Context: an optimization exercise on an open-source flow, tuned for small area and a short achievable clock period. The choices shown serve that exercise and are no tape-out recipe.
Function was checked by simulation only, so behaviour that the tests miss may differ from the original.
Power is estimated from default activity; no workload was simulated.

**flow/config.mk**
```make
export PLATFORM = sky130hd
export DESIGN_NAME = packet_mem_top
export DESIGN_NICKNAME = packet_mem_top
export VERILOG_FILES = /design/flow/design.v
export SDC_FILE = /design/flow/constraint.sdc
export NUM_CORES = 4
export LEC_CHECK = 0
export CAP_MARGIN = 20
export CELL_PAD_IN_SITES_DETAIL_PLACEMENT = 1
export CORE_MARGIN = 2
export CORE_UTILIZATION = 45
export CTS_BUF_LIST = sky130_fd_sc_hd__clkbuf_16
export CTS_CLUSTER_DIAMETER = 100
export CTS_CLUSTER_SIZE = 25
export MIN_ROUTING_LAYER = met2
export SETUP_SLACK_MARGIN = 3.4
export SLEW_MARGIN = 20
export SYNTH_HIERARCHICAL = 1
export SYNTH_MINIMUM_KEEP_SIZE = 0
export TNS_END_PERCENT = 10
```
**flow/constraint.sdc**
```tcl
create_clock -name core_clock -period 6.0 [get_ports {clk}]
set_input_delay 1.2000 -clock core_clock [delete_from_list [all_inputs] [get_ports {clk}]]
set_output_delay 1.2000 -clock core_clock [all_outputs]
set_load 0.01 [all_outputs]
```
**flow/design.v**
```verilog
`default_nettype none
package packet_pkg;
    localparam int packet_width = 16;
    typedef logic [packet_width-1:0] packet_t;
    localparam int num_edge_pe = 4;
    typedef logic [num_edge_pe-1:0] edge_vec_t;
    localparam int bit_cnt_width = $clog2(packet_width);
    localparam int last_bit = packet_width - 1;
    typedef logic [bit_cnt_width-1:0] bit_cnt_t;
endpackage
`default_nettype wire
`default_nettype none
package mem_pkg;
    localparam int mem_depth = 256;
    localparam int addr_width = $clog2(mem_depth);
    localparam int count_width = addr_width + 1;
    typedef logic [addr_width-1:0] addr_t;
    typedef logic [count_width-1:0] count_t;
    typedef enum logic [2:0] {
        idle            = 3'd0,
        prepare         = 3'd1,
        stream          = 3'd2,
        wait_fifo_stall = 3'd3,
        stall           = 3'd4
    } cntl_state_t;
endpackage
`default_nettype wire
`timescale 1ns/1ps
`default_nettype none
module packet_rx (
    input  logic                clk,
    input  logic                reset,
    input  logic                bank_data,
    input  logic                sos,
    input  logic                eos,
    output logic                word_valid,
    output packet_pkg::packet_t word_data
);
    logic                 in_frame;
    logic                 sample;
    packet_pkg::bit_cnt_t bit_cnt;
    packet_pkg::packet_t  shift_reg;
    assign sample = in_frame && !sos && !eos;
    always_ff @(posedge clk or negedge reset) begin
        if (!reset) begin
            in_frame   <= 1'b0;
            bit_cnt    <= '0;
            word_valid <= 1'b0;
        end else begin
            word_valid <= sample &&
                          (bit_cnt == packet_pkg::bit_cnt_t'(packet_pkg::last_bit));
            if (sos) begin
                in_frame <= 1'b1;
                bit_cnt  <= '0;
            end else if (eos) begin
                in_frame <= 1'b0;
                bit_cnt  <= '0;
            end else if (sample) begin
                bit_cnt <= bit_cnt + 1'b1;
            end
        end
    end
    always_ff @(posedge clk) begin
        if (sample) begin
            shift_reg <= {shift_reg[packet_pkg::packet_width-2:0], bank_data};
        end
    end
    assign word_data = shift_reg;
endmodule
`default_nettype wire
`timescale 1ns/1ps
`default_nettype none
module sram_arbiter (
    input  logic                  clk,
    input  logic                  reset,
    input  logic                  prep,
    input  packet_pkg::packet_t   load_data,
    input  logic                  dp_valid,
    input  packet_pkg::packet_t   dp_packet,
    input  packet_pkg::edge_vec_t edge_valid,
    input  logic [packet_pkg::num_edge_pe*packet_pkg::packet_width-1:0] edge_packets,
    input  logic                  wr_grant,
    input  mem_pkg::addr_t        wr_pos,
    output logic                  p1_valid,
    output logic                  wa_valid,
    output logic [6:0]            wa_idx,
    output logic [7:0]            wa_pos,
    output packet_pkg::packet_t   wa_data,
    output packet_pkg::packet_t   wa_bus,
    output logic                  wb_valid,
    output logic [6:0]            wb_idx,
    output packet_pkg::packet_t   wb_bus
);
    packet_pkg::packet_t edge_data;
    packet_pkg::packet_t wdata;
    logic                s1_valid;
    mem_pkg::addr_t      s1_pos;
    packet_pkg::packet_t s1_data;
    logic                s2_valid;
    logic [6:0]          s2_idx;
    packet_pkg::packet_t s2_data;
    mem_pkg::addr_t      pos_m1;
    always_comb begin
        edge_data = '0;
        for (int i = packet_pkg::num_edge_pe - 1; i >= 0; i--) begin
            if (edge_valid[i]) begin
                edge_data = edge_packets[i*packet_pkg::packet_width +: packet_pkg::packet_width];
            end
        end
    end
    assign wdata = prep ? load_data : (dp_valid ? dp_packet : edge_data);
    always_ff @(posedge clk or negedge reset) begin
        if (!reset) begin
            s1_valid <= 1'b0;
            s2_valid <= 1'b0;
        end else begin
            s1_valid <= wr_grant;
            s2_valid <= s1_valid && !s1_pos[0];
        end
    end
    assign pos_m1 = wr_pos - 1'b1;
    always_ff @(posedge clk) begin
        s1_pos  <= pos_m1;
        s1_data <= pos_m1[1] ? wdata : ~wdata;
        s2_idx  <= s1_pos[7:1] - 1'b1;
        s2_data <= ~s1_data;
    end
    assign p1_valid = s1_valid;
    assign wa_valid = s1_valid && s1_pos[0];
    assign wa_idx   = s1_pos[7:1];
    assign wa_pos   = s1_pos;
    assign wa_data  = s1_pos[1] ? s1_data : ~s1_data;
    assign wa_bus   = s1_data;
    assign wb_valid = s2_valid;
    assign wb_idx   = s2_idx;
    assign wb_bus   = s2_data;
endmodule
`default_nettype wire
`timescale 1ns/1ps
`default_nettype none
module packet_sram (
    input  logic                clk,
    input  logic                p1_valid,
    input  logic                wa_valid,
    input  logic [6:0]          wa_idx,
    input  logic [7:0]          wa_pos,
    input  packet_pkg::packet_t wa_data,
    input  packet_pkg::packet_t wa_bus,
    input  logic                wb_valid,
    input  logic [6:0]          wb_idx,
    input  packet_pkg::packet_t wb_bus,
    input  mem_pkg::addr_t      rd_pos,
    input  mem_pkg::addr_t      zpos_next,
    input  logic                rd_jump,
    input  logic                rd_hold,
    output packet_pkg::packet_t rdata
);
    localparam int W = packet_pkg::packet_width;
    logic [255:0][W-1:0] q;
    logic [127:0]        sa;
    logic [127:0]        sb;
    logic [127:0]        sh;
    logic [127:0]        rsel;
    logic [W-1:0]        r_even;
    logic [W-1:0]        r_odd;
    logic [W-1:0]        rv;
    logic [W-1:0]        rd_q;
    logic                hit;
    always_comb begin
        for (int i = 0; i < 128; i++) begin
            sa[i]   = wa_valid && (wa_idx == 7'(i));
            sb[i]   = wb_valid && (wb_idx == 7'(i)) && !sa[i];
            sh[i]   = !(sa[i] || sb[i]);
        end
    end
    for (genvar p = 0; p < 256; p++) begin : g_ring
        if (p % 2 == 1) begin : g_shift
            always_ff @(posedge clk) begin
                q[p] <= q[(p + 1) % 256];
            end
        end else begin : g_port
            logic [W-1:0] ba;
            logic [W-1:0] bb;
            assign ba = wa_bus;
            assign bb = wb_bus;
            logic [W-1:0] d;
            ring_port u_port (
                .a  (ba),
                .b  (bb),
                .q  (q[p+1]),
                .sa (sa[p/2]),
                .sb (sb[p/2]),
                .sh (sh[p/2]),
                .d  (d)
            );
            always_ff @(posedge clk) begin
                q[p] <= d;
            end
        end
    end
    localparam int RG = 8;
    logic [W-1:0] grp_e [64/RG];
    logic [W-1:0] grp_o [64/RG];
    logic [63:0]       sel_e;
    logic [63:0]       sel_o;
    logic [64*W-1:0]   tap_e;
    logic [64*W-1:0]   tap_o;
    for (genvar j = 0; j < 64; j++) begin : g_tap
        assign sel_e[j]          = rsel[2*j];
        assign sel_o[j]          = rsel[2*j+1];
        assign tap_e[j*W +: W]   = q[4*j];
        assign tap_o[j*W +: W]   = q[4*j+2];
    end
    for (genvar g = 0; g < 64 / RG; g++) begin : g_rd
        rd_group #(.N(RG)) u_e (
            .sel (sel_e[g*RG +: RG]),
            .w   (tap_e[g*RG*W +: RG*W]),
            .r   (grp_e[g])
        );
        rd_group #(.N(RG)) u_o (
            .sel (sel_o[g*RG +: RG]),
            .w   (tap_o[g*RG*W +: RG*W]),
            .r   (grp_o[g])
        );
    end
    always_comb begin
        r_even = '0;
        r_odd  = '0;
        for (int g = 0; g < 64 / RG; g++) begin
            r_even = r_even | grp_e[g];
            r_odd  = r_odd  | grp_o[g];
        end
        rv = rd_pos[1] ? ~r_odd : r_even;
    end
    assign hit = p1_valid && (wa_pos == rd_pos);
    logic [15:0] rsel_h;
    logic [7:0]  rsel_l;
    logic [15:0] zsel_h;
    logic [7:0]  zsel_l;
    always_comb begin
        for (int i = 0; i < 16; i++) begin
            zsel_h[i] = (zpos_next[7:4] == 4'(i));
        end
        for (int i = 0; i < 8; i++) begin
            zsel_l[i] = (zpos_next[3:1] == 3'(i));
        end
        for (int i = 0; i < 128; i++) begin
            rsel[i] = rsel_h[i/8] && rsel_l[i%8];
        end
    end
    always_ff @(posedge clk) begin
        if (rd_jump) begin
            rsel_h <= zsel_h;
            rsel_l <= zsel_l;
        end else if (!rd_hold) begin
            rsel_l <= {rsel_l[0], rsel_l[7:1]};
            if (rsel_l[0]) begin
                rsel_h <= {rsel_h[0], rsel_h[15:1]};
            end
        end
    end
    logic me, mo, mq;
    always_ff @(posedge clk) begin
        rd_q  <= hit ? wa_data : rv;
        me    <= rd_pos[0] && !rd_pos[1];
        mo    <= rd_pos[0] && rd_pos[1];
        mq    <= !rd_pos[0];
        rdata <= (r_even & {W{me}}) | (~r_odd & {W{mo}}) | (rd_q & {W{mq}});
    end
endmodule
`default_nettype wire
`default_nettype none
module ring_port (
    input  packet_pkg::packet_t a,
    input  packet_pkg::packet_t b,
    input  packet_pkg::packet_t q,
    input  logic                sa,
    input  logic                sb,
    input  logic                sh,
    output packet_pkg::packet_t d
);
    assign d = ~((a & {packet_pkg::packet_width{sa}}) |
                 (b & {packet_pkg::packet_width{sb}}) |
                 (q & {packet_pkg::packet_width{sh}}));
endmodule
`default_nettype wire
`default_nettype none
module rd_group #(
    parameter int N = 8
) (
    input  logic [N-1:0]                         sel,
    input  logic [N*packet_pkg::packet_width-1:0] w,
    output packet_pkg::packet_t                  r
);
    always_comb begin
        r = '0;
        for (int k = 0; k < N; k++) begin
            r = r | (w[k*packet_pkg::packet_width +: packet_pkg::packet_width] &
                     {packet_pkg::packet_width{sel[k]}});
        end
    end
endmodule
`default_nettype wire
`timescale 1ns/1ps
`default_nettype none
module packet_cntl (
    input  logic                clk,
    input  logic                reset,
    input  logic                sos,
    input  logic                eos,
    input  logic                word_valid,
    input  logic                full,
    input  logic                fifo_stall,
    input  logic                cntl_done,
    input  logic                replay_iter_flag,
    input  logic                dp_valid,
    input  packet_pkg::edge_vec_t edge_valid,
    output logic                prep,
    output logic                wr_grant,
    output mem_pkg::addr_t      wr_pos,
    output logic                read_grant,
    output mem_pkg::addr_t      rd_pos,
    output mem_pkg::addr_t      zpos_next,
    output logic                rd_jump,
    output logic                rd_hold,
    output logic                cen_hold,
    output logic                mem2fifo_valid
);
    logic st_idle, st_prep, st_strm, st_wfs, st_stall;
    logic n_idle, n_prep, n_strm, n_wfs, n_stall;
    mem_pkg::addr_t zm;       
    mem_pkg::addr_t wpos;     
    mem_pkg::addr_t rpos;     
    mem_pkg::addr_t lpos;     
    logic           sat;      
    logic           rd_pending;
    logic replay, load_req, wb_en, wb_any, cnt_rst, eos_prep;
    mem_pkg::addr_t rpos_n;
    assign replay   = replay_iter_flag && !st_idle && !st_prep;
    assign load_req = st_prep && word_valid && !sat;
    assign wb_en    = st_strm || st_wfs;
    assign wb_any   = wb_en && (dp_valid || (|edge_valid));
    assign wr_grant = load_req || wb_any;
    assign read_grant = st_strm && !full && !replay_iter_flag && !wb_any &&
                        (rpos != wpos);
    assign n_idle  = st_idle && !sos;
    assign n_prep  = ((st_idle || st_stall) && sos && !replay) || (st_prep && !eos);
    assign n_strm  = replay || (st_prep && eos) ||
                     (st_strm && !cntl_done && !fifo_stall) || (st_wfs && !fifo_stall);
    assign n_wfs   = !replay && ((st_strm && !cntl_done && fifo_stall) ||
                                 (st_wfs && fifo_stall));
    assign n_stall = !replay && ((st_strm && cntl_done) || (st_stall && !sos));
    assign cnt_rst  = sos && n_prep;
    assign eos_prep = st_prep && eos;
    assign prep     = st_prep;
    assign wr_pos   = wpos;
    assign rd_pos   = rpos;
    assign zpos_next = zm;
    assign rd_jump = eos_prep || replay;
    assign rd_hold = read_grant || rpos[0];
    always_comb begin
        if (eos_prep || replay) begin
            rpos_n = zm;
        end else if (!read_grant) begin
            rpos_n = rpos - 1'b1;
        end else begin
            rpos_n = rpos;
        end
    end
    assign cen_hold = st_stall;
    always_ff @(posedge clk or negedge reset) begin
        if (!reset) begin
            st_idle        <= 1'b1;
            st_prep        <= 1'b0;
            st_strm        <= 1'b0;
            st_wfs         <= 1'b0;
            st_stall       <= 1'b0;
            zm             <= '1;
            wpos           <= '0;
            rpos           <= '0;
            lpos           <= '0;
            sat            <= 1'b0;
            rd_pending     <= 1'b0;
            mem2fifo_valid <= 1'b0;
        end else begin
            st_idle  <= n_idle;
            st_prep  <= n_prep;
            st_strm  <= n_strm;
            st_wfs   <= n_wfs;
            st_stall <= n_stall;
            zm <= zm - 1'b1;
            if (cnt_rst) begin
                wpos <= zm;
            end else if (replay) begin
                wpos <= lpos - 1'b1;
            end else if (!wr_grant) begin
                wpos <= wpos - 1'b1;
            end
            if (eos_prep) begin
                lpos <= load_req ? wpos : wpos - 1'b1;
            end else begin
                lpos <= lpos - 1'b1;
            end
            if (cnt_rst) begin
                sat <= 1'b0;
            end else if (load_req && (wpos == zm)) begin
                sat <= 1'b1;
            end
            rpos <= rpos_n;
            rd_pending     <= read_grant;
            mem2fifo_valid <= rd_pending && !replay_iter_flag && !n_stall;
        end
    end
endmodule
`default_nettype wire
`timescale 1ns/1ps
`default_nettype none
module packet_mem_top (
    input  logic                  clk,
    input  logic                  reset,
    input  logic                  bank_data,
    input  logic                  sos,
    input  logic                  eos,
    input  logic                  dp_valid,
    input  packet_pkg::packet_t   dp_packet,
    input  packet_pkg::edge_vec_t edge_valid,
    input  logic [packet_pkg::num_edge_pe*packet_pkg::packet_width-1:0] edge_packets,
    input  logic                  full,
    input  logic                  fifo_stall,
    input  logic                  cntl_done,
    input  logic                  replay_iter_flag,
    output logic                  mem2fifo_valid,
    output packet_pkg::packet_t   mem2fifo_packet,
    output logic                  sram_cen
);
    logic                word_valid;
    packet_pkg::packet_t word_data;
    logic                prep;
    logic                wr_grant;
    mem_pkg::addr_t      wr_pos;
    logic                read_grant;
    mem_pkg::addr_t      rd_pos;
    mem_pkg::addr_t      zpos_next;
    logic                rd_jump;
    logic                rd_hold;
    logic                p1_valid;
    logic                wa_valid;
    logic [6:0]          wa_idx;
    logic [7:0]          wa_pos;
    packet_pkg::packet_t wa_data;
    packet_pkg::packet_t wa_bus;
    logic                wb_valid;
    logic [6:0]          wb_idx;
    packet_pkg::packet_t wb_bus;
    packet_rx u_rx (
        .clk        (clk),
        .reset      (reset),
        .bank_data  (bank_data),
        .sos        (sos),
        .eos        (eos),
        .word_valid (word_valid),
        .word_data  (word_data)
    );
    packet_cntl u_cntl (
        .clk              (clk),
        .reset            (reset),
        .sos              (sos),
        .eos              (eos),
        .word_valid       (word_valid),
        .full             (full),
        .fifo_stall       (fifo_stall),
        .cntl_done        (cntl_done),
        .replay_iter_flag (replay_iter_flag),
        .dp_valid         (dp_valid),
        .edge_valid       (edge_valid),
        .prep             (prep),
        .wr_grant         (wr_grant),
        .wr_pos           (wr_pos),
        .read_grant       (read_grant),
        .rd_pos           (rd_pos),
        .zpos_next        (zpos_next),
        .rd_jump          (rd_jump),
        .rd_hold          (rd_hold),
        .cen_hold         (sram_cen),
        .mem2fifo_valid   (mem2fifo_valid)
    );
    sram_arbiter u_arb (
        .clk          (clk),
        .reset        (reset),
        .prep         (prep),
        .load_data    (word_data),
        .dp_valid     (dp_valid),
        .dp_packet    (dp_packet),
        .edge_valid   (edge_valid),
        .edge_packets (edge_packets),
        .wr_grant     (wr_grant),
        .wr_pos       (wr_pos),
        .p1_valid     (p1_valid),
        .wa_valid     (wa_valid),
        .wa_idx       (wa_idx),
        .wa_pos       (wa_pos),
        .wa_data      (wa_data),
        .wa_bus       (wa_bus),
        .wb_valid     (wb_valid),
        .wb_idx       (wb_idx),
        .wb_bus       (wb_bus)
    );
    packet_sram u_sram (
        .clk      (clk),
        .p1_valid (p1_valid),
        .wa_valid (wa_valid),
        .wa_idx   (wa_idx),
        .wa_pos   (wa_pos),
        .wa_data  (wa_data),
        .wa_bus   (wa_bus),
        .wb_valid (wb_valid),
        .wb_idx   (wb_idx),
        .wb_bus   (wb_bus),
        .rd_pos   (rd_pos),
        .zpos_next (zpos_next),
        .rd_jump   (rd_jump),
        .rd_hold   (rd_hold),
        .rdata    (mem2fifo_packet)
    );
endmodule
`default_nettype wire
```
**flow/run.sh**
```bash
#!/bin/bash
# synth_recipe.tcl (not shown) runs the flow's synth.tcl, then flattens the netlist and writes it again
# the make line also repeats each setting of config.mk as NAME=value (left out here)
make -C /OpenROAD-flow-scripts/flow DESIGN_CONFIG=/design/flow/config.mk WORK_HOME=/design/flow/orfs CLKGATE_MAP_FILE= SYNTH_SCRIPT=/design/flow/synth_recipe.tcl finish
```
==> run summary, run 1 <==
| Step | Metric | Value |
|:---|:---|:---|
| die | Effective utilization at floorplan | 45.2% |
| global route | Global-route total usage across every layer | 72.9% |
| clock tree | Num Clock Sinks | 4266 |
| clock tree | Hold-fix buffers, CTS | 0 |
| placement | Cell count after placement | 13326 |
| die | Die Span Y | 542 um |
| clock tree | Clock Path Buffers | 4 |
| clock tree | Number of clock buffers inserted by TritonCTS | 197 |
| logic synthesis | Net count after synthesis | 9757 |
| logic synthesis | Count of mapped cells out of synthesis | 9656 |
| logic synthesis | Top FF cell, synth | sky130_fd_sc_hd__dfxtp_1 |
| logic synthesis | Number of storage elements in the synthesis netlist | 4266 |
| clock tree | CTS root buf | sky130_fd_sc_hd__clkbuf_16 |
| placement | Post-placement cell area | 0.135 mm2 |
| placement | Routability congestion estimate | 1.28 |
| status | Error msg | [ERROR GRT-0116] Global routing finished with congestion. Check the congestion regions in the DRC Viewer. |
| die | IO Pins | 112 |
| placement | Total half-perimeter wirelength after legalization and detailed placement | 459 mm |
| logic synthesis | Synth warn | 13 |
| logic synthesis | Proportion of register bits with asynchronous set or reset after synthesis | 1.13% |
| global route | Pin count of the biggest net entering global routing | 117 |
| status | Outcome | aborted with a tool error |
| global route | Vias in the first global route | 160711 |
| die | Count of standard-cell rows | 197 |
| logic synthesis | Unique masters post-synth | 85 |
| logic synthesis | Share of the yosys chip area belonging to registers | 66.0% |
| placement | # port buffers | 111 |
| clock tree | CTS HTree Levels | 4 |
| die | Chip width | 542 um |
| logic synthesis | Count of flip-flops with a built-in enable after synthesis | 40 |
| global route | Wire length of the first global-routing pass | 994 mm |
| logic synthesis | Syn Std Cell Area | 0.130 mm2 |
| logic synthesis | Average cell area after synthesis | 13.5 um2 |
| global route | Grt total ovfl | 10 |
| status | Stopping stage | global routing |
-- power by group through the flow --
stage               logic [mW]  registers [mW]  clock network (mW)
floorplan                 6.80            41.2                   0
global placement          18.9            43.6                   0
detailed placement        19.2            43.7                   0
CTS                       20.1            43.3                15.5
-- cell usage after synthesis (all sizes together), types with 5 or more instances --
cell type	count	area (um2)
edfxtp	40	1200
o211ai	5	42.5
o21ai	24	124
nand3b	13	97.6
nor3	142	731
ha	7	87.6
o31a	15	131
dfstp	9	236
nand2	109	409
or3b	7	61.3
and3b	6	52.6
mux2	33	413
nor2b	30	190
clkinv	24	90.1
nand3	29	145
nor4b	5	65.1
clkbuf	60	226
a21oi	156	788
a222oi	2064	20700
nand4	266	1680
dfrtp	39	976
o22ai	7	43.8
buf	686	6680
dfxtp	4178	83600
nor2	334	1250
a22oi	1040	7810
nand2b	9	56.3
nor3b	28	253
nor4	40	287
xor2	34	305
a221oi	17	211
xnor2	59	517
inv	55	211
or4	35	267
and2	5	32.5
or2	8	50.0
-- cell families after synthesis --
logic type	count (synthesis)	synth area share (%)
AO/OA/AOI/OAI	3355	23.0
adder cells (fa/ha/maj)	7	0.0672
AND/OR/NAND/NOR	1073	4.36
flip-flops	4266	66.0
multiplexers	37	0.348
buffers and inverters	825	5.53
XOR/XNOR	93	0.631
-- how the worst max path moves through the flow --
| stage | startpoint | endpoint | slack, ns |
|---|---|---|---|
| 2_1_floorplan | replay_iter_flag | u_sram.rsel_l[0]$_DFFE_PP_ | 3.35 |
| 3_5_place_dp | u_sram.rsel_l[6]$_DFFE_PP_ | u_sram.rd_q[6]$_DFF_P_ | 1.49 |
| 4_1_cts | u_sram.rsel_l[4]$_DFFE_PP_ | u_sram.rd_q[6]$_DFF_P_ | 2.66 |
| 3_3_place_gp | u_sram.rsel_l[2]$_DFFE_PP_ | u_sram.rdata[10]$_DFF_P_ | 1.05 |
-- modules after synthesis, one instance, submodules excluded, excerpt --
module | cells | flops+latches
ring_port | 19 | 0
packet_sram | 5101 | 4155
packet_rx | 40 | 22
packet_cntl | 273 | 40
sram_arbiter | 274 | 49
-- timing repair --
item,in CTS
pin swaps,207
buffers inserted,130
resized for setup,495
endpoints found under the setup margin,2155
hold endpoints to repair,0
cloned,4
-- metal layers --
metal / overflow / track usage (%)
met5: 2 / 58.1
met1: - / -
met4: 4 / 52.1
met2: 1 / 75.8
met3: 3 / 83.4
-- stage by stage --
step	worst slack [ns]	utilization (%)
after global placement	1.05	46.7
after floorplan	3.35	-
after detailed placement	1.49	46.8
after CTS	2.66	50.0
==> run 2: changes to the inputs <==
--- a/flow/config.mk
+++ b/flow/config.mk
@@ -6,13 +6,13 @@
 export NUM_CORES = 4
 export LEC_CHECK = 0
 export CAP_MARGIN = 20
-export CELL_PAD_IN_SITES_DETAIL_PLACEMENT = 1
+export CELL_PAD_IN_SITES_DETAIL_PLACEMENT = 2
+export CELL_PAD_IN_SITES_GLOBAL_PLACEMENT = 2
 export CORE_MARGIN = 2
-export CORE_UTILIZATION = 45
+export CORE_UTILIZATION = 40
 export CTS_BUF_LIST = sky130_fd_sc_hd__clkbuf_16
 export CTS_CLUSTER_DIAMETER = 100
 export CTS_CLUSTER_SIZE = 25
-export MIN_ROUTING_LAYER = met2
 export SETUP_SLACK_MARGIN = 3.4
 export SLEW_MARGIN = 20
 export SYNTH_HIERARCHICAL = 1
==> run 2 against run 1 <==
Now clean on timing, DRC and antenna. Synthesized area stayed put. Synthesized cell count stayed put.
==> run summary, run 2 <==
| Step | Metric | Value | Change |
|:---|:---|:---|:---|
| placement | Worst setup timing slack at the placement stage | 1.36 ns | was 1.49 ns |
| global route | Global-route track usage on met3 | 6.10% |  |
| logic synthesis | Count of flip-flops with a built-in enable after synthesis | 40 | unchanged |
| die | Die Span Y | 575 um | was 542 um |
| logic synthesis | Average cell area after synthesis | 13.5 um2 | unchanged |
| timing | Final-report max-slew violation count | 0 |  |
| setup path | Critical setup path kind | flip-flop to flip-flop |  |
| clock tree | Clock latency on the worst-skew pair | 1.00 ns |  |
| setup path | Critical R2R Launch | u_sram.rsel_l[4]$_DFFE_PP_ |  |
| placement | # port buffers | 111 | unchanged |
| logic synthesis | Proportion of register bits with asynchronous set or reset after synthesis | 1.13% | unchanged |
| setup path | Critical Path Sink Type | flip-flop |  |
| logic synthesis | Unique masters post-synth | 85 | unchanged |
| setup path | Cell class contributing the biggest share of worst-path delay | simple AND/OR/NAND/NOR gates |  |
| setup path | Crit. Startpoint | u_sram.rsel_l[4]$_DFFE_PP_ |  |
| setup path | CP Launch Type | flip-flop |  |
| finish | Flip-flop count of the largest register, all copies and words added | 4096 |  |
| drt | Number of nets still failing antenna checks after routing | 0 |  |
| timing | Max Clk Rate | 281 MHz |  |
| timing | Worst Setup Slack, final | 2.44 ns |  |
| clock tree | Hold-fix buffers, CTS | 0 | unchanged |
| timing | Unrepaired setup endpoints after global routing | true |  |
| clock tree | CTS HTree Levels | 4 | unchanged |
| finish | Layout cells sized above 1 | 17.3% |  |
| drt | Post-detailed-route wirelength per cell | 44.3 um |  |
| job | Number of maximum-capacitance constraint violations | 0 |  |
| die | Effective utilization at floorplan | 40.2% | was 45.2% |
| setup path | Max stage delay on crit path | 0.72 ns |  |
| global route | Global-route total usage across every layer | 36.9% |  |
| drt | Remaining DRCs | 0 |  |
| global route | Most Used Layer, Global Route | met2 |  |
| drt | Vias after detailed routing | 101921 |  |
| setup path | End point of the critical path | u_sram.rd_q[11]$_DFF_P_ |  |
| setup path | Required time at the worst-slack endpoint | 6.89 ns |  |
| global route | Met1 usage | 51.4% |  |
| finish | Most frequent cells in the layout | sky130_fd_sc_hd__dfxtp_1, sky130_fd_sc_hd__a222oi_1, sky130_fd_sc_hd__a22oi_1 |  |
| timing | Setup Viol. Count Final | 0 |  |
| timing | Skew final | 0.0543 ns |  |
| logic synthesis | Syn Std Cell Area | 0.130 mm2 | unchanged |
| global route | Global Route met2 Usage | 54.6% |  |
| logic synthesis | Leading cell types by total area after synthesis | sky130_fd_sc_hd__dfxtp_1, sky130_fd_sc_hd__a222oi_1, sky130_fd_sc_hd__a22oi_1 | unchanged |
| global route | Pin count of the biggest net entering global routing | 129 |  |
| placement | Total half-perimeter wirelength after legalization and detailed placement | 439 mm | was 459 mm |
| logic synthesis | Synth warn | 13 | unchanged |
| finish | Number of nets in the finished design | 10110 |  |
| die | Die area | 0.330 mm2 |  |
| finish | # fillers | 31289 |  |
| die | Chip width | 575 um | was 542 um |
| global route | Wire length of the first global-routing pass | 866 mm |  |
| logic synthesis | Count of mapped cells out of synthesis | 9656 | unchanged |
| status | Outcome | no timing/DRC/antenna violations | was aborted with a tool error |
| drt | Number of search-and-repair iterations in the first detailed-routing pass | 14 |  |
| clock tree | Number of clock buffers inserted by TritonCTS | 195 | was 197 |
| timing | Post-route clock period utilization | 59.3% |  |
| setup path | Most prevalent standard cell on the critical path | sky130_fd_sc_hd__mux2_4 |  |
| timing | Final sum of negative setup slack | 0 ns |  |
| finish | Commonest non-fill, non-tap cell in the layout | sky130_fd_sc_hd__dfxtp_1 |  |
| drt | DRT iter0 DRCs | 22196 |  |
| setup path | Worst Reg2Reg Path Length in Cells | 11 |  |
| logic synthesis | Most used standard cell by instance count after synthesis | sky130_fd_sc_hd__dfxtp_1 | unchanged |
| logic synthesis | Leading cell types by count after synthesis | sky130_fd_sc_hd__dfxtp_1, sky130_fd_sc_hd__a222oi_1, sky130_fd_sc_hd__a22oi_1, sky130_fd_sc_hd__buf_6, sky130_fd_sc_hd__nor2_1 | unchanged |
| drt | DR vias/cell | 7.08 |  |
| drt | Aggregate routed wire length | 638 mm |  |
| setup path | Arrival time worst endpoint | 4.45 ns |  |
| timing | Worst relative slew slack | 14.9% |  |
| placement | Routability congestion estimate | 0.999 | was 1.28 |
| clock tree | CTS root buf | sky130_fd_sc_hd__clkbuf_16 | unchanged |
| clock tree | Num Clock Sinks | 4266 | unchanged |
| pwr | Peak VDD IR | 622 uV |  |
| timing | Fin. Hold Viols | 0 |  |
| clock tree | TritonCTS clock tree | done |  |
| finish | Most flop-heavy register | u_sram.q |  |
| global route | Initial antenna violation count | 34 |  |
| min path | Tightest Hold Check Type | input port to asynchronous set/reset pin |  |
| die | Core outline area | 0.324 mm2 |  |
| setup path | Crit-path slowest cell | sky130_fd_sc_hd__nor4_4 |  |
| pwr | Power per standard cell area | 538 mW/mm2 |  |
| pwr | Leakage power | 53.5 nW |  |
| die | IO Pins | 112 | unchanged |
| logic synthesis | Number of storage elements in the synthesis netlist | 4266 | unchanged |
| logic synthesis | Top FF cell, synth | sky130_fd_sc_hd__dfxtp_1 | unchanged |
| logic synthesis | Share of the yosys chip area belonging to registers | 66.0% | unchanged |
| timing | Shortest period the worst path allows | 3.56 ns |  |
| setup path | Setup slack of the most critical reg-to-reg path | 2.44 ns |  |
| setup path | Critical path buffers and inverters | 4 |  |
| setup path | R2r endpoint | u_sram.rd_q[11]$_DFF_P_ |  |
| setup path | Instance count on the critical path | 11 |  |
| logic synthesis | Dominant cell type by area after synthesis | sky130_fd_sc_hd__dfxtp_1 | unchanged |
| setup path | Peak fanout along the critical path | 5 |  |
| global route | Vias in the first global route | 100738 |  |
| global route | Grt total ovfl | 0 |  |
| clock tree | Clock Path Buffers | 4 | unchanged |
| die | Count of standard-cell rows | 209 | was 197 |
| setup path | Cell breakdown of the critical path | bufinv_16 > buf_8 > nor2_4 > buf_6 > a22oi_2 > nand4_1 > nor4_4 > buf_4 > nand2_4 > mux2_4 > mux2_4 |  |
| timing | Worst Hold Margin | 0.338 ns |  |
| finish | Final std cells w/o fill | 14391 |  |
| logic synthesis | Fraction of post-synthesis cell area in the top cell type by area | 64.2% | unchanged |
| finish | Layout-stage area growth over the synthesis result | 12.2% |  |
| clock tree | Clock-pin slew on the worst setup and hold paths | 0.10 ns |  |
| logic synthesis | Net count after synthesis | 9757 | unchanged |
| placement | Cell count after placement | 13898 | was 13326 |
| timing | Pin slew with the least headroom to its limit | 1.28 ns |  |
[run 2: through the flow]
stage	instance area [um2]	utilization [%]	power (mW)
3_3_place_gp	135000	41.7	60.6
4_1_cts	144000	44.5	77.4
3_5_place_dp	136000	41.8	61.3
2_1_floorplan	130000	-	47.9
5_1_grt	146000	45.1	80.6
6_report	146000	45.1	78.7
[run 2: metal layers]
metal | part of all wire (%) | vias to the layer above
li1 | - | 40867
met5 | 0.023 | -
met2 | 43 | 5887
met3 | 9.0 | 918
met4 | 6.1 | 22
met1 | 42 | 54227
[run 2: layout make-up]
type                    instances  area [um2]  area share [%]
clock buffers                 200        5000            3.42
inverters                      79         462           0.316
repair buffers                897        8320            5.68
diodes                         18        45.0          0.0308
well taps                    4325        5410            3.70
multi-input cells            4566       40500            27.7
repair inverters                4        45.0          0.0308
clock inverters                36         241           0.165
flip-flops and latches       4266       86200            59.0
[run 2: repair_timing]
action                                   CTS  global route
endpoints found under the setup margin  2159          1872
buffers inserted                         122           101
cloned                                     8             4
gates resized for setup                  468           245
pin swaps                                182           136
[run 2: worst min-delay path by stage]
stage,from,endpoint,cells after the start
finish,reset,u_cntl.wpos[1]$_DFFE_PN0P_,2
global route,u_sram.q[770]$_DFF_P_,u_sram.q[754]$_DFF_P_,0
CTS,u_sram.q[2600]$_DFF_P_,u_sram.q[2584]$_DFF_P_,0
detailed placement,u_sram.q[204]$_DFF_P_,u_sram.q[188]$_DFF_P_,0
global placement,u_sram.q[3685]$_DFF_P_,u_sram.q[3669]$_DFF_P_,0
floorplan,u_sram.q[1088]$_DFF_P_,u_sram.q[1072]$_DFF_P_,0
[run 2: power breakdown]
part           switching [mW]  total [mW]  internal [mW]  leakage, nW
Clock                    9.36        15.4           6.05         2.65
Sequential               6.82        42.9           36.1         36.9
Combinational            15.2        20.4           5.28         13.9
[run 2: per-module statistics from Yosys (local to each module, per instance), excerpt]
module / cells / flip-flops and latches / area (um2)
packet_rx: 40 / 22 / 782
sram_arbiter: 274 / 49 / 2580
packet_sram: 5101 / 4155 / 88300
ring_port: 19 / 0 / 188
packet_cntl: 273 / 40 / 2510
[run 2: logic make-up (layout without fill, tap and decap cells)]
logic type / Yosys count / count (layout) / synth area share [%]
AO/OA/AOI/OAI: 3355 / 3355 / 23.0
other: 0 / 18 / 0
flip-flops: 4266 / 4266 / 66.0
XOR/XNOR: 93 / 93 / 0.631
buffers and inverters: 825 / 1216 / 5.53
AND/OR/NAND/NOR: 1073 / 1074 / 4.36
multiplexers: 37 / 37 / 0.348
adder cells (fa/ha/maj): 7 / 7 / 0.0672
==> run 3: changes to the inputs <==
--- a/flow/design.v
+++ b/flow/design.v
@@ -163,7 +163,6 @@
     logic [127:0]        rsel;
     logic [W-1:0]        r_even;
     logic [W-1:0]        r_odd;
-    logic [W-1:0]        rv;
     logic [W-1:0]        rd_q;
     logic                hit;
     always_comb begin
@@ -230,7 +229,6 @@
             r_even = r_even | grp_e[g];
             r_odd  = r_odd  | grp_o[g];
         end
-        rv = rd_pos[1] ? ~r_odd : r_even;
     end
     assign hit = p1_valid && (wa_pos == rd_pos);
     logic [15:0] rsel_h;
@@ -260,8 +258,11 @@
         end
     end
     logic me, mo, mq;
+    logic ae, ao;
+    assign ae = !hit && !rd_pos[1];
+    assign ao = !hit && rd_pos[1];
     always_ff @(posedge clk) begin
-        rd_q  <= hit ? wa_data : rv;
+        rd_q  <= (r_even & {W{ae}}) | (~r_odd & {W{ao}}) | (wa_data & {W{hit}});
         me    <= rd_pos[0] && !rd_pos[1];
         mo    <= rd_pos[0] && rd_pos[1];
         mq    <= !rd_pos[0];
==> run 3 against run 2 <==
Worst hold slack barely moved. Critical path depth down 1. Flip-flop and latch count unchanged. Final area about the same. Via count rose by 0.29%. Clock power is essentially flat. Power rose by 0.53%. Highest routed layer unchanged. Sequential share of layout area decreased by 0.057 points.
==> run summary, run 3 <==
| Step | Metric | Value | Change |
|:---|:---|:---|:---|
| status | Outcome | no timing/DRC/antenna violations | unchanged |
| logic synthesis | Net count after synthesis | 9757 | unchanged |
| timing | Pin slew with the least headroom to its limit | 1.21 ns | was 1.28 ns |
| timing | Shortest period the worst path allows | 3.60 ns | was 3.56 ns |
| die | Core outline area | 0.324 mm2 | unchanged |
| logic synthesis | Most used standard cell by instance count after synthesis | sky130_fd_sc_hd__dfxtp_1 | unchanged |
| clock tree | Clock Path Buffers | 4 | unchanged |
| finish | Commonest non-fill, non-tap cell in the layout | sky130_fd_sc_hd__dfxtp_1 | unchanged |
| global route | Pin count of the biggest net entering global routing | 109 | was 129 |
| logic synthesis | Count of flip-flops with a built-in enable after synthesis | 40 | unchanged |
| drt | Aggregate routed wire length | 652 mm | was 638 mm |
| die | IO Pins | 112 | unchanged |
| drt | Remaining DRCs | 0 | unchanged |
| logic synthesis | Count of mapped cells out of synthesis | 9656 | unchanged |
| global route | Initial antenna violation count | 27 | was 34 |
| pwr | Leakage power | 53.3 nW | was 53.5 nW |
| logic synthesis | Syn Std Cell Area | 0.130 mm2 | unchanged |
| timing | Worst relative slew slack | 19.7% | was 14.9% |
| global route | Wire length of the first global-routing pass | 883 mm | was 866 mm |
| logic synthesis | Leading cell types by count after synthesis | sky130_fd_sc_hd__dfxtp_1, sky130_fd_sc_hd__a222oi_1, sky130_fd_sc_hd__a22oi_1, sky130_fd_sc_hd__buf_6, sky130_fd_sc_hd__nor2_1 | unchanged |
| global route | Vias in the first global route | 101123 | was 100738 |
| timing | Max Clk Rate | 278 MHz | was 281 MHz |
| min path | Tightest Hold Check Type | flip-flop to flip-flop | was input port to asynchronous set/reset pin |
| clock tree | Num Clock Sinks | 4266 | unchanged |
| setup path | Arrival time worst endpoint | 4.41 ns | was 4.45 ns |
| clock tree | CTS root buf | sky130_fd_sc_hd__clkbuf_16 | unchanged |
| placement | Routability congestion estimate | 0.990 | was 0.999 |
| finish | Layout cells sized above 1 | 17.5% | was 17.3% |
| pwr | Power per standard cell area | 540 mW/mm2 | was 538 mW/mm2 |
| logic synthesis | Number of storage elements in the synthesis netlist | 4266 | unchanged |
| logic synthesis | Top FF cell, synth | sky130_fd_sc_hd__dfxtp_1 | unchanged |
| die | Die Span Y | 575 um | unchanged |
| timing | Fin. Hold Viols | 0 | unchanged |
| setup path | Critical setup path kind | flip-flop to flip-flop | unchanged |
| setup path | Peak fanout along the critical path | 6 | was 5 |
| finish | # fillers | 31138 | was 31289 |
| die | Chip width | 575 um | unchanged |
| clock tree | Clock-pin slew on the worst setup and hold paths | 0.11 ns | was 0.10 ns |
| die | Count of standard-cell rows | 209 | unchanged |
| logic synthesis | Share of the yosys chip area belonging to registers | 66.0% | unchanged |
| finish | Most frequent cells in the layout | sky130_fd_sc_hd__dfxtp_1, sky130_fd_sc_hd__a222oi_1, sky130_fd_sc_hd__a22oi_1 | unchanged |
| timing | Final sum of negative setup slack | 0 ns | unchanged |
| global route | Global-route total usage across every layer | 37.8% | was 36.9% |
| finish | Number of nets in the finished design | 10070 | was 10110 |
| timing | Setup Viol. Count Final | 0 | unchanged |
| global route | Grt total ovfl | 0 | unchanged |
| placement | Total half-perimeter wirelength after legalization and detailed placement | 447 mm | was 439 mm |
| job | Number of maximum-capacitance constraint violations | 0 | unchanged |
| finish | Flip-flop count of the largest register, all copies and words added | 4096 | unchanged |
| logic synthesis | Average cell area after synthesis | 13.5 um2 | unchanged |
| timing | Skew final | 0.0443 ns | was 0.0543 ns |
| pwr | Peak VDD IR | 708 uV | was 622 uV |
| setup path | CP Launch Type | flip-flop | unchanged |
| drt | Vias after detailed routing | 102220 | was 101921 |
| die | Effective utilization at floorplan | 40.2% | unchanged |
| logic synthesis | Dominant cell type by area after synthesis | sky130_fd_sc_hd__dfxtp_1 | unchanged |
| die | Die area | 0.330 mm2 | unchanged |
| setup path | Critical Path Sink Type | flip-flop | unchanged |
| clock tree | Hold-fix buffers, CTS | 0 | unchanged |
| timing | Unrepaired setup endpoints after global routing | true | unchanged |
| timing | Post-route clock period utilization | 59.9% | was 59.3% |
| finish | Most flop-heavy register | u_sram.q | unchanged |
| drt | Post-detailed-route wirelength per cell | 45.4 um | was 44.3 um |
| clock tree | CTS HTree Levels | 4 | unchanged |
| logic synthesis | Synth warn | 13 | unchanged |
| drt | Number of nets still failing antenna checks after routing | 0 | unchanged |
| clock tree | Clock latency on the worst-skew pair | 0.96 ns | was 1.00 ns |
| clock tree | TritonCTS clock tree | done | unchanged |
| drt | Number of search-and-repair iterations in the first detailed-routing pass | 12 | was 14 |
| logic synthesis | Leading cell types by total area after synthesis | sky130_fd_sc_hd__dfxtp_1, sky130_fd_sc_hd__a222oi_1, sky130_fd_sc_hd__a22oi_1 | unchanged |
| placement | Cell count after placement | 13878 | was 13898 |
| logic synthesis | Fraction of post-synthesis cell area in the top cell type by area | 64.2% | unchanged |
| logic synthesis | Unique masters post-synth | 86 | was 85 |
| placement | # port buffers | 111 | unchanged |
| finish | Utilization after layout | 45.2% | was 45.1% |
| drt | DRT iter0 DRCs | 22074 | was 22196 |
| timing | Worst Hold Margin | 0.338 ns | about the same |
| finish | Final std cells w/o fill | 14350 | was 14391 |
| logic synthesis | Proportion of register bits with asynchronous set or reset after synthesis | 1.13% | unchanged |
| drt | DR vias/cell | 7.12 | was 7.08 |
| clock tree | Number of clock buffers inserted by TritonCTS | 195 | unchanged |
| finish | Layout-stage area growth over the synthesis result | 12.3% | was 12.2% |
| setup path | Required time at the worst-slack endpoint | 6.82 ns | was 6.89 ns |
| timing | Final-report max-slew violation count | 0 | unchanged |
==> run 3: area by class of cell <==
class                   count  area [um2]  area share (%)
diodes                     18        45.0          0.0308
clock buffers             199        4980            3.40
clock inverters            36         343           0.234
inverters                  79         505           0.345
multi-input cells        4566       40800            27.8
flip-flops and latches   4266       86200            58.9
well taps                4325        5410            3.70
repair buffers            856        8080            5.52
repair inverters            5        61.3          0.0419
==> run 3: cell families (layout without fill, tap and decap cells) <==
kind of cell,Yosys count,after routing,synth area share (%)
buffers and inverters,825,1175,5.53
xor gates and xnor gates,93,93,0.631
and+or+nand+nor,1073,1074,4.36
AOI/OAI and AO/OA,3355,3355,23.0
DFF,4266,4266,66.0
other,0,18,0
muxes,37,37,0.348
adders and majority gates,7,7,0.0672
==> run 3: path summary, 6_finish.rpt <==
path / slack (ns) / startpoint / end / cells past startpoint
min in group asynchronous: 0.37 / reset / u_cntl.mem2fifo_valid$_DFF_PN0_ / 2
min: 0.34 / u_sram.q[3267]$_DFF_P_ / u_sram.q[3251]$_DFF_P_ / 0
max in group asynchronous: 5.12 / reset / u_cntl.rpos[1]$_DFFE_PN0P_ / 2
min reg2reg: 0.34 / u_sram.q[3267]$_DFF_P_ / u_sram.q[3251]$_DFF_P_ / 0
max: 2.40 / u_sram.rsel_l[4]$_DFFE_PP_ / u_sram.rd_q[14]$_DFF_P_ / 10
max reg2reg: 2.40 / u_sram.rsel_l[4]$_DFFE_PP_ / u_sram.rd_q[14]$_DFF_P_ / 10
==> run 3: stage by stage <==
step	total power [mW]	worst slack, ns	area [um2]
6_report	79.1	2.40	146000
3_5_place_dp	61.6	1.49	136000
2_1_floorplan	47.9	3.35	130000
4_1_cts	78.0	2.63	145000
5_1_grt	80.9	2.55	146000
3_3_place_gp	61.0	1.01	135000
==> run 3: per-module statistics from Yosys (local to each module, per instance), a selection <==
module | flops+latches | times used
ring_port | 0 | 128
packet_sram | 4155 | 1
packet_rx | 22 | 1
sram_arbiter | 49 | 1
packet_cntl | 40 | 1
==> run 3: repair_timing <==
item / CTS / global route
setup buffers: 132 / 66
endpoints found under the setup margin: 2161 / 1922
pin swaps: 216 / 118
gates resized for setup: 568 / 183
gates cloned: 17 / 0
==> run 3: worst max-delay path: stages, from the launching register on <==
cell and delay, ns:
sky130_fd_sc_hd__edfxtp_1 0.45, sky130_fd_sc_hd__bufinv_16 0.32, sky130_fd_sc_hd__buf_16 0.20, sky130_fd_sc_hd__nor2_4 0.08
sky130_fd_sc_hd__buf_12 0.19, sky130_fd_sc_hd__a22oi_2 0.33, sky130_fd_sc_hd__nand4_1 0.71, sky130_fd_sc_hd__nor4_2 0.53
sky130_fd_sc_hd__nand2_2 0.11, sky130_fd_sc_hd__mux2_2 0.28, sky130_fd_sc_hd__mux2_4 0.25
==> run 3: metal layers <==
metal	part of all wire, %	vias to the layer above	wire, um	track usage [%]
met5	0.015	-	98	0
met4	6.6	14	43100	21.7
met3	8.6	1042	56200	6.38
met2	44	5726	287000	57.9
met1	41	54620	265000	50.5
li1	-	40818	-	-
==> run 3: where the power goes <==
group	total (mW)	switching, mW	internal, mW
clock	15.5	9.34	6.12
combinational	20.5	15.2	5.33
sequential	43.2	7.10	36.1
total	79.1	31.6	47.5

## port drivers added, routing unchanged
How much do the figures lean on ideal ports? The routed layouts below were timed once more, with nothing changed but the port constraints. Step 1 (the two cells are an assumption about what drives the block):
set clk [get_ports {clk}]
set_driving_cell -lib_cell sky130_fd_sc_hd__clkbuf_16 $clk
set_driving_cell -lib_cell sky130_fd_sc_hd__buf_2 [delete_from_list [all_inputs] $clk]
Step 2 also shifts input and output timing later by t, the mid clock arrival at the registers, as if the neighbouring blocks saw the same clock. Three values: ideal, step 1, step 2; two values: the first two.
run	t, ns	setup slack, ns	worst setup path after step 2	cell pins on the clock port's net
run 2	1.066	2.442 / 2.442 / 2.442	register to register	1
run 3	1.067	2.403 / 2.403 / 2.403	register to register	1
After both steps setup and hold are still met in every run listed.
